From an optimization exercise on the open Yosys and OpenROAD flow, aimed at small area, a short achievable clock period and few clock cycles; shortcuts taken in it are not production practice.
In this exercise RTL edits were held to simulation tests only and were not proved equivalent to the original.
The clock port is modelled as an ideal driver; clocking choices that lean on that would not hold on a real chip.
Power and IR drop assume default switching activity.

==> try-fjord <==
==> flow/design.v <==
module dcache_ctrl #(
  parameter int LINES = 16
) (
  input  logic         clk_i,
  input  logic         rst_i,
  input  logic         cpu_req_i,
  input  logic         cpu_we_i,
  input  logic [31:0]  cpu_addr_i,
  input  logic [31:0]  cpu_data_i,
  output logic [31:0]  cpu_data_o,
  output logic         cpu_stall_o,
  output logic         mem_req_o,
  output logic         mem_we_o,
  output logic [31:0]  mem_addr_o,
  output logic [127:0] mem_data_o,
  input  logic [127:0] mem_data_i,
  input  logic         mem_ack_i,
  output logic [31:0]  hit_cnt_o,
  output logic [31:0]  miss_cnt_o
);
  localparam int IDX_W = $clog2(LINES);
  localparam int TAG_W = 28 - IDX_W;
  logic [LINES-1:0] valid;
  logic [LINES-1:0] dirty;
  logic [TAG_W-1:0] tag_arr  [LINES];
  logic [127:0]     data_arr [LINES];
  logic             lb_vld;
  logic [27:0]      lb_addr;
  logic [127:0]     lb_data;
  logic             mreq;
  logic             mwe;
  logic [1:0]       cpu_off;
  logic [IDX_W-1:0] cpu_idx;
  logic [TAG_W-1:0] cpu_tag;
  logic [1:0]       unused_addr;
  logic [LINES-1:0] dec;
  logic [3:0]       word_sel;
  logic [127:0]     line;
  logic [TAG_W-1:0] line_tag;
  logic             line_v;
  logic             line_vd;
  logic             arr_hit;
  logic             lb_hit;
  logic             lookup;
  logic             refill;
  logic             store_hit;
  logic [127:0]     wdata;
  logic [31:0]      rdata;
  logic [3:0]       sel_lb;
  logic [3:0]       sel_mem;
  assign cpu_off     = cpu_addr_i[3:2];
  assign cpu_idx     = cpu_addr_i[4+IDX_W-1:4];
  assign cpu_tag     = cpu_addr_i[31:4+IDX_W];
  assign unused_addr = cpu_addr_i[1:0];
  always_comb begin
    for (int i = 0; i < LINES; i++) dec[i] = (cpu_idx == i[IDX_W-1:0]);
    for (int w = 0; w < 4; w++) word_sel[w] = (cpu_off == w[1:0]);
  end
  always_comb begin
    line     = '0;
    line_tag = '0;
    line_v   = 1'b0;
    line_vd  = 1'b0;
    for (int i = 0; i < LINES; i++) begin
      line     = line | (data_arr[i] & {128{dec[i]}});
      line_tag = line_tag | (tag_arr[i] & {TAG_W{dec[i]}});
      line_v   = line_v | (dec[i] & valid[i]);
      line_vd  = line_vd | (dec[i] & valid[i] & dirty[i]);
    end
  end
  assign arr_hit = line_v && (line_tag == cpu_tag);
  dcache_lb_cmp #(.IDX_W(IDX_W)) u_lb_cmp (
    .lb_vld_i (lb_vld),
    .lb_addr_i(lb_addr),
    .addr_i   (cpu_addr_i[31:4]),
    .req_i    (cpu_req_i),
    .mreq_i   (mreq),
    .mwe_i    (mwe),
    .ack_i    (mem_ack_i),
    .rst_i    (rst_i),
    .hit_o    (lb_hit),
    .stall_o  (cpu_stall_o),
    .mem_req_o(mem_req_o)
  );
  assign lookup    = cpu_req_i && !mreq && !lb_hit;
  assign refill    = mreq && !mwe && mem_ack_i;
  assign store_hit = cpu_req_i && !mreq && lb_hit && cpu_we_i;
  always_comb begin
    for (int w = 0; w < 4; w++)
      wdata[32*w +: 32] = (cpu_we_i && word_sel[w]) ? cpu_data_i : mem_data_i[32*w +: 32];
  end
  assign sel_lb  = word_sel & {4{!mreq}};
  assign sel_mem = word_sel & {4{mreq}};
  dcache_rd_sel u_rd_sel (
    .lb_data_i (lb_data),
    .mem_data_i(mem_data_i),
    .sel_lb_i  (sel_lb),
    .sel_mem_i (sel_mem),
    .data_o    (rdata)
  );
  assign cpu_data_o = rdata;
  assign mem_we_o   = mwe;
  assign mem_addr_o = {mwe ? lb_addr : cpu_addr_i[31:4], 4'b0};
  assign mem_data_o = lb_data;
  always_ff @(posedge clk_i or negedge rst_i) begin
    if (!rst_i) begin
      lb_vld <= 1'b0;
      mreq   <= 1'b0;
      mwe    <= 1'b0;
      valid  <= '0;
      dirty  <= '0;
    end else begin
      if (lookup) begin
        lb_vld <= arr_hit;
        mreq   <= !arr_hit;
        mwe    <= line_vd;
      end
      if (mreq && mwe && mem_ack_i) mwe <= 1'b0;
      if (refill) begin
        mreq           <= 1'b0;
        mwe            <= cpu_we_i;
        lb_vld         <= 1'b1;
        valid[cpu_idx] <= 1'b1;
        dirty[cpu_idx] <= cpu_we_i;
      end
      if (store_hit) begin
        mwe            <= 1'b1;
        dirty[cpu_idx] <= 1'b1;
      end
    end
  end
  always_ff @(posedge clk_i) begin
    if (lookup) begin
      lb_addr <= {arr_hit ? cpu_tag : line_tag, cpu_idx};
      if (!(lb_vld && lb_addr[IDX_W-1:0] == cpu_idx)) lb_data <= line;
    end
    if (refill) lb_addr <= cpu_addr_i[31:4];
    for (int w = 0; w < 4; w++) begin
      if (refill || (store_hit && word_sel[w])) lb_data[32*w +: 32] <= wdata[32*w +: 32];
    end
    for (int i = 0; i < LINES; i++) begin
      if (refill && dec[i]) tag_arr[i] <= cpu_tag;
      if (lb_vld && lb_addr[IDX_W-1:0] == i[IDX_W-1:0]) data_arr[i] <= lb_data;
    end
  end
  logic [31:0] hit_cnt;
  logic [31:0] miss_cnt;
  always_ff @(posedge clk_i or negedge rst_i) begin
    if (!rst_i) begin
      hit_cnt  <= '0;
      miss_cnt <= '0;
    end else begin
      if (cpu_req_i && !mreq && lb_hit && (hit_cnt != 32'hFFFF_FFFF)) hit_cnt <= hit_cnt + 32'd1;
      if (refill && (miss_cnt != 32'hFFFF_FFFF)) miss_cnt <= miss_cnt + 32'd1;
    end
  end
  assign hit_cnt_o  = hit_cnt;
  assign miss_cnt_o = miss_cnt;
endmodule
module dcache_lb_cmp #(
  parameter int IDX_W = 4
) (
  input  logic        lb_vld_i,
  input  logic [27:0] lb_addr_i,
  input  logic [27:0] addr_i,
  input  logic        req_i,
  input  logic        mreq_i,
  input  logic        mwe_i,
  input  logic        ack_i,
  input  logic        rst_i,
  output logic        hit_o,
  output logic        stall_o,
  output logic        mem_req_o
);
  logic idx_eq;
  logic tag_eq;
  assign idx_eq    = lb_addr_i[IDX_W-1:0] == addr_i[IDX_W-1:0];
  assign tag_eq    = lb_addr_i[27:IDX_W] == addr_i[27:IDX_W];
  assign hit_o     = lb_vld_i && idx_eq && tag_eq;
  assign stall_o   = !((!mreq_i && hit_o) || (mreq_i && !mwe_i && ack_i)) && rst_i;
  assign mem_req_o = (mreq_i || (req_i && lb_vld_i && idx_eq && !tag_eq)) && rst_i;
endmodule
module dcache_rd_sel (
  input  logic [127:0] lb_data_i,
  input  logic [127:0] mem_data_i,
  input  logic [3:0]   sel_lb_i,
  input  logic [3:0]   sel_mem_i,
  output logic [31:0]  data_o
);
  always_comb begin
    data_o = '0;
    for (int w = 0; w < 4; w++)
      data_o = data_o | (lb_data_i[32*w +: 32] & {32{sel_lb_i[w]}})
                      | (mem_data_i[32*w +: 32] & {32{sel_mem_i[w]}});
  end
endmodule
==> flow/flow/run.sh <==
#!/bin/bash
# Standard layout, with plain buffers on the ports, free cell sizing in timing repair
# and extra timing-repair passes after clock tree synthesis (flow/post_cts.tcl).
set -euo pipefail
here=$(pwd)
bash standard.sh MATCH_CELL_FOOTPRINT=0 \
  "BUFFER_PORTS_ARGS=-buffer_cell sky130_fd_sc_hd__buf_1" \
  "POST_CTS_TCL=$here/flow/post_cts.tcl" \
  finish > make_flow.log 2>&1
==> flow/flow/post_cts.tcl <==
# Extra timing repair after clock tree synthesis: step the setup margin up so that
# each pass works on every endpoint still short of it.
foreach m {1.8 2.1 2.4 2.7} {
  repair_timing -setup -setup_margin $m -repair_tns 100 -verbose
}
detailed_placement
check_placement -verbose
report_worst_slack -max
==> flow/standard.sh <==
#!/bin/bash
# synth_recipe.tcl (not shown) runs the flow's synth.tcl, then flattens the netlist and writes it again
# the make line also repeats each setting of config.mk as NAME=value (left out here)
make -C /OpenROAD-flow-scripts/flow DESIGN_CONFIG=/design/flow/config.mk WORK_HOME=/design/flow/orfs CLKGATE_MAP_FILE= SYNTH_SCRIPT=/design/flow/synth_recipe.tcl "${@:-finish}"
==> flow/config.mk <==
export PLATFORM = sky130hd
export DESIGN_NAME = dcache_ctrl
export DESIGN_NICKNAME = dcache_ctrl
export VERILOG_FILES = /design/flow/design.v
export SDC_FILE = /design/flow/constraint.sdc
export NUM_CORES = 4
export LEC_CHECK = 0
export CAP_MARGIN = 20
export CORE_MARGIN = 2
export CORE_UTILIZATION = 60
export CTS_CLUSTER_DIAMETER = 80
export CTS_CLUSTER_SIZE = 20
export SETUP_SLACK_MARGIN = 3
export SLEW_MARGIN = 20
export SYNTH_HIERARCHICAL = 1
export SYNTH_MINIMUM_KEEP_SIZE = 0
export TNS_END_PERCENT = 0
==> flow/constraint.sdc <==
create_clock -name core_clock -period 6.0 [get_ports {clk_i}]
set_input_delay 1.2000 -clock core_clock [delete_from_list [all_inputs] [get_ports {clk_i}]]
set_output_delay 1.2000 -clock core_clock [all_outputs]
set_load 0.01 [all_outputs]
==> inputs of try-delta, as changes to try-fjord <==
--- a/flow/design.v
+++ b/flow/design.v
@@ -91,4 +91,4 @@
   end
-  assign sel_lb  = word_sel & {4{!mreq}};
-  assign sel_mem = word_sel & {4{mreq}};
+  assign sel_lb  = word_sel & {4{!mem_ack_i}};
+  assign sel_mem = word_sel & {4{mem_ack_i}};
   dcache_rd_sel u_rd_sel (
==> flow/flow/run.sh (replaced) <==
#!/bin/bash
# Standard layout, with plain buffers on the ports, free cell sizing in timing repair
# and each data bit's ports placed together (flow/io.tcl).
set -euo pipefail
here=$(pwd)
bash standard.sh MATCH_CELL_FOOTPRINT=0 \
  "BUFFER_PORTS_ARGS=-buffer_cell sky130_fd_sc_hd__buf_1" \
  "PRE_IO_PLACEMENT_TCL=$here/flow/io.tcl" \
  finish > make_flow.log 2>&1
==> flow/flow/io.tcl (new file) <==
# Keep each data bit's ports together: the CPU word bit, its four line bits on both
# memory buses and the store bit, so the short read and write paths stay short.
for {set i 0} {$i < 32} {incr i} {
  set pins [list "cpu_data_o\[$i\]" "cpu_data_i\[$i\]"]
  for {set w 0} {$w < 4} {incr w} {
    set b [expr {32 * $w + $i}]
    lappend pins "mem_data_i\[$b\]" "mem_data_o\[$b\]"
  }
  set_io_pin_constraint -group -order -pin_names $pins
}
--- a/flow/config.mk
+++ b/flow/config.mk
@@ -9,3 +9,3 @@
 export CORE_MARGIN = 2
-export CORE_UTILIZATION = 60
+export CORE_UTILIZATION = 50
 export CTS_CLUSTER_DIAMETER = 80
removed: flow/flow/post_cts.tcl
==> inputs of try-quartz, as changes to try-fjord <==
==> flow/design.v, changed modules only <==
module dcache_ctrl #(
  parameter int LINES = 16
) (
  input  logic         clk_i,
  input  logic         rst_i,
  input  logic         cpu_req_i,
  input  logic         cpu_we_i,
  input  logic [31:0]  cpu_addr_i,
  input  logic [31:0]  cpu_data_i,
  output logic [31:0]  cpu_data_o,
  output logic         cpu_stall_o,
  output logic         mem_req_o,
  output logic         mem_we_o,
  output logic [31:0]  mem_addr_o,
  output logic [127:0] mem_data_o,
  input  logic [127:0] mem_data_i,
  input  logic         mem_ack_i,
  output logic [31:0]  hit_cnt_o,
  output logic [31:0]  miss_cnt_o
);
  localparam int IDX_W = $clog2(LINES);
  localparam int TAG_W = 28 - IDX_W;
  logic [LINES-1:0] valid;
  logic [LINES-1:0] dirty;
  logic [TAG_W-1:0] tag_arr  [LINES];
  logic [127:0]     data_arr [LINES];
  logic             lb_vld;
  logic [27:0]      lb_addr;
  logic [127:0]     lb_data;
  logic             mreq;
  logic             mwe;
  logic [TAG_W-1:0] vic_tag;
  logic [1:0]       cpu_off;
  logic [IDX_W-1:0] cpu_idx;
  logic [TAG_W-1:0] cpu_tag;
  logic [1:0]       unused_addr;
  logic [LINES-1:0] dec;
  logic [3:0]       word_sel;
  logic [127:0]     line;
  logic [TAG_W-1:0] line_tag;
  logic             line_vd;
  logic             arr_hit;
  logic             lb_hit;
  logic             lookup;
  logic             refill;
  logic             store_hit;
  logic [127:0]     wdata;
  logic [31:0]      rdata;
  assign cpu_off     = cpu_addr_i[3:2];
  assign cpu_idx     = cpu_addr_i[4+IDX_W-1:4];
  assign cpu_tag     = cpu_addr_i[31:4+IDX_W];
  assign unused_addr = cpu_addr_i[1:0];
  always_comb begin
    for (int i = 0; i < LINES; i++) dec[i] = (cpu_idx == i[IDX_W-1:0]);
    for (int w = 0; w < 4; w++) word_sel[w] = (cpu_off == w[1:0]);
  end
  always_comb begin
    line     = '0;
    line_tag = '0;
    line_vd  = 1'b0;
    arr_hit  = 1'b0;
    for (int i = 0; i < LINES; i++) begin
      line     = line | (data_arr[i] & {128{dec[i]}});
      line_tag = line_tag | (tag_arr[i] & {TAG_W{dec[i]}});
      line_vd  = line_vd | (dec[i] & valid[i] & dirty[i]);
      arr_hit  = arr_hit | (dec[i] & valid[i] & (tag_arr[i] == cpu_tag));
    end
  end
  assign lb_hit    = lb_vld && (lb_addr == cpu_addr_i[31:4]);
  assign lookup    = cpu_req_i && !mreq && !lb_hit;
  assign refill    = mreq && !mwe && mem_ack_i;
  assign store_hit = cpu_req_i && !mreq && lb_hit && cpu_we_i;
  always_comb begin
    for (int w = 0; w < 4; w++)
      wdata[32*w +: 32] = (cpu_we_i && word_sel[w]) ? cpu_data_i : mem_data_i[32*w +: 32];
  end
  always_comb begin
    rdata = '0;
    for (int w = 0; w < 4; w++)
      rdata = rdata | (lb_data[32*w +: 32] & {32{word_sel[w] & !mreq}})
                    | (mem_data_i[32*w +: 32] & {32{word_sel[w] & mreq}});
  end
  assign cpu_data_o = rdata;
  assign cpu_stall_o = !((!mreq && lb_hit) || refill) && rst_i;
  assign mem_req_o   = mreq && rst_i;
  assign mem_we_o    = mwe;
  assign mem_addr_o  = {mwe ? vic_tag : lb_addr[27:IDX_W], lb_addr[IDX_W-1:0], 4'b0};
  assign mem_data_o  = lb_data;
  always_ff @(posedge clk_i or negedge rst_i) begin
    if (!rst_i) begin
      lb_vld <= 1'b0;
      mreq   <= 1'b0;
      mwe    <= 1'b0;
      valid  <= '0;
      dirty  <= '0;
    end else begin
      if (lookup) begin
        lb_vld <= arr_hit;
        mreq   <= !arr_hit;
        mwe    <= !arr_hit && line_vd;
      end
      if (mreq && mwe && mem_ack_i) mwe <= 1'b0;
      if (refill) begin
        mreq                        <= 1'b0;
        lb_vld                      <= 1'b1;
        valid[lb_addr[IDX_W-1:0]]   <= 1'b1;
        dirty[lb_addr[IDX_W-1:0]]   <= cpu_we_i;
      end
      if (store_hit) dirty[cpu_idx] <= 1'b1;
    end
  end
  always_ff @(posedge clk_i) begin
    if (lookup) begin
      lb_addr <= cpu_addr_i[31:4];
      vic_tag <= line_tag;
      if (!(lb_vld && lb_addr[IDX_W-1:0] == cpu_idx)) lb_data <= line;
    end
    for (int w = 0; w < 4; w++) begin
      if (refill || (store_hit && word_sel[w])) lb_data[32*w +: 32] <= wdata[32*w +: 32];
    end
    for (int i = 0; i < LINES; i++) begin
      if (refill && lb_addr[IDX_W-1:0] == i[IDX_W-1:0]) tag_arr[i] <= lb_addr[27:IDX_W];
      if (lb_vld && lb_addr[IDX_W-1:0] == i[IDX_W-1:0]) data_arr[i] <= lb_data;
    end
  end
  logic [31:0] hit_cnt;
  logic [31:0] miss_cnt;
  always_ff @(posedge clk_i or negedge rst_i) begin
    if (!rst_i) begin
      hit_cnt  <= '0;
      miss_cnt <= '0;
    end else begin
      if (cpu_req_i && !mreq && lb_hit && (hit_cnt != 32'hFFFF_FFFF)) hit_cnt <= hit_cnt + 32'd1;
      if (refill && (miss_cnt != 32'hFFFF_FFFF)) miss_cnt <= miss_cnt + 32'd1;
    end
  end
  assign hit_cnt_o  = hit_cnt;
  assign miss_cnt_o = miss_cnt;
endmodule
// module dcache_lb_cmp removed
// module dcache_rd_sel removed
==> flow/flow/run.sh (replaced) <==
#!/bin/bash
# Standard layout, with plain buffers on the ports and free cell sizing in timing repair.
set -euo pipefail
bash standard.sh MATCH_CELL_FOOTPRINT=0 "BUFFER_PORTS_ARGS=-buffer_cell sky130_fd_sc_hd__buf_4" finish > make_flow.log 2>&1
--- a/flow/config.mk
+++ b/flow/config.mk
@@ -9,9 +9,5 @@
 export CORE_MARGIN = 2
-export CORE_UTILIZATION = 60
-export CTS_CLUSTER_DIAMETER = 80
-export CTS_CLUSTER_SIZE = 20
+export CORE_UTILIZATION = 45
 export SETUP_SLACK_MARGIN = 3
 export SLEW_MARGIN = 20
-export SYNTH_HIERARCHICAL = 1
-export SYNTH_MINIMUM_KEEP_SIZE = 0
 export TNS_END_PERCENT = 0
removed: flow/flow/post_cts.tcl
==> qor summary <==
Run status: try-quartz finished clean; try-delta finished clean; try-fjord finished clean
Number of buffers on the longest clock path: try-quartz 4; try-delta 3; try-fjord -
Clock Root Buffer: try-quartz sky130_fd_sc_hd__clkbuf_16; try-delta sky130_fd_sc_hd__clkbuf_16; try-fjord -
Number of non-clock inverters: try-quartz 23; try-delta 20; try-fjord 20
Power per unit of standard cell area: try-quartz 405.8 nW/µm²; try-delta 377.6 nW/µm²; try-fjord 387.2 nW/µm²
Net Sw Frac: try-quartz 0.2790; try-delta 0.2886; try-fjord 0.3014
Share of layout cells above drive strength 1: try-quartz 0.1663; try-delta 0.1241; try-fjord 0.1415
Largest clock skew in the final design: try-quartz 0.06335 ns; try-delta 0.04046 ns; try-fjord 0.03981 ns
Total Power Consumption: try-quartz 49.85 mW; try-delta 43.45 mW; try-fjord 44.97 mW
Vias in the first global route: try-quartz 63,620; try-delta 60,850; try-fjord 61,820
Fraction of post-synthesis cell area in the top cell type by area: try-quartz 0.7448; try-delta 0.7643; try-fjord 0.7644
Nonclk buf count: try-quartz 666; try-delta 831; try-fjord 898
Combined buffer and inverter count along the critical path: try-quartz 2; try-delta 4; try-fjord 3
Worst setup slack after layout: try-quartz 1.599 ns; try-delta 2.177 ns; try-fjord 1.735 ns
GR Util met1: try-quartz 0.4290; try-delta 0.4572; try-fjord 0.5764
Power share of the clock group: try-quartz 0.343; try-delta 0.252; try-fjord 0.240
Power of the combinational group: try-quartz 6.09 mW; try-delta 5.98 mW; try-fjord 8.04 mW
Switching power of the nets: try-quartz 13.91 mW; try-delta 12.54 mW; try-fjord 13.55 mW
Area occupied by multi-input gates: try-quartz 23,230 µm²; try-delta 20,850 µm²; try-fjord 21,200 µm²
Testbench counts of try-fjord, summed over its fixed seeds: cycles 12,282.
Testbench counts of try-delta, summed over its fixed seeds: cycles 12,282.
Testbench counts of try-quartz, summed over its fixed seeds: cycles 12,775.

-- static timing again, ports no longer ideal --
How much do the figures lean on ideal ports? The routed layouts below were timed once more, with nothing changed but the port constraints.
Step 1: set_driving_cell puts a clkbuf_16 on clk_i and a buf_2 on each other input, an assumption about the parent block.
Step 2, shift: input delay + t, output delay - t, t = (earliest + latest rising clock arrival at the registers) / 2. This alone moves slack from input paths to output paths.
Slacks: ideal ports / drivers / drivers and shift; pairs: ideal ports / drivers.
| run | shift t [ns] | setup slack, ns | clock arrival spread, ns | pins driven straight from the clock port |
|---|---|---|---|---|
| try-fjord | 0.936 | 1.735 / 1.574 / 1.210 | 0.042 / 0.042 | 1 |
| try-delta | 0.921 | 2.177 / 2.009 / 1.302 | 0.041 / 0.041 | 1 |
| try-quartz | 1.026 | 1.599 / 1.500 / 1.289 | 0.078 / 0.078 | 1 |
After both steps every run listed still meets setup and hold. For try-delta, which loses most, drivers alone change the setup slack by -0.168 ns; drivers and shift together by -0.875 ns.
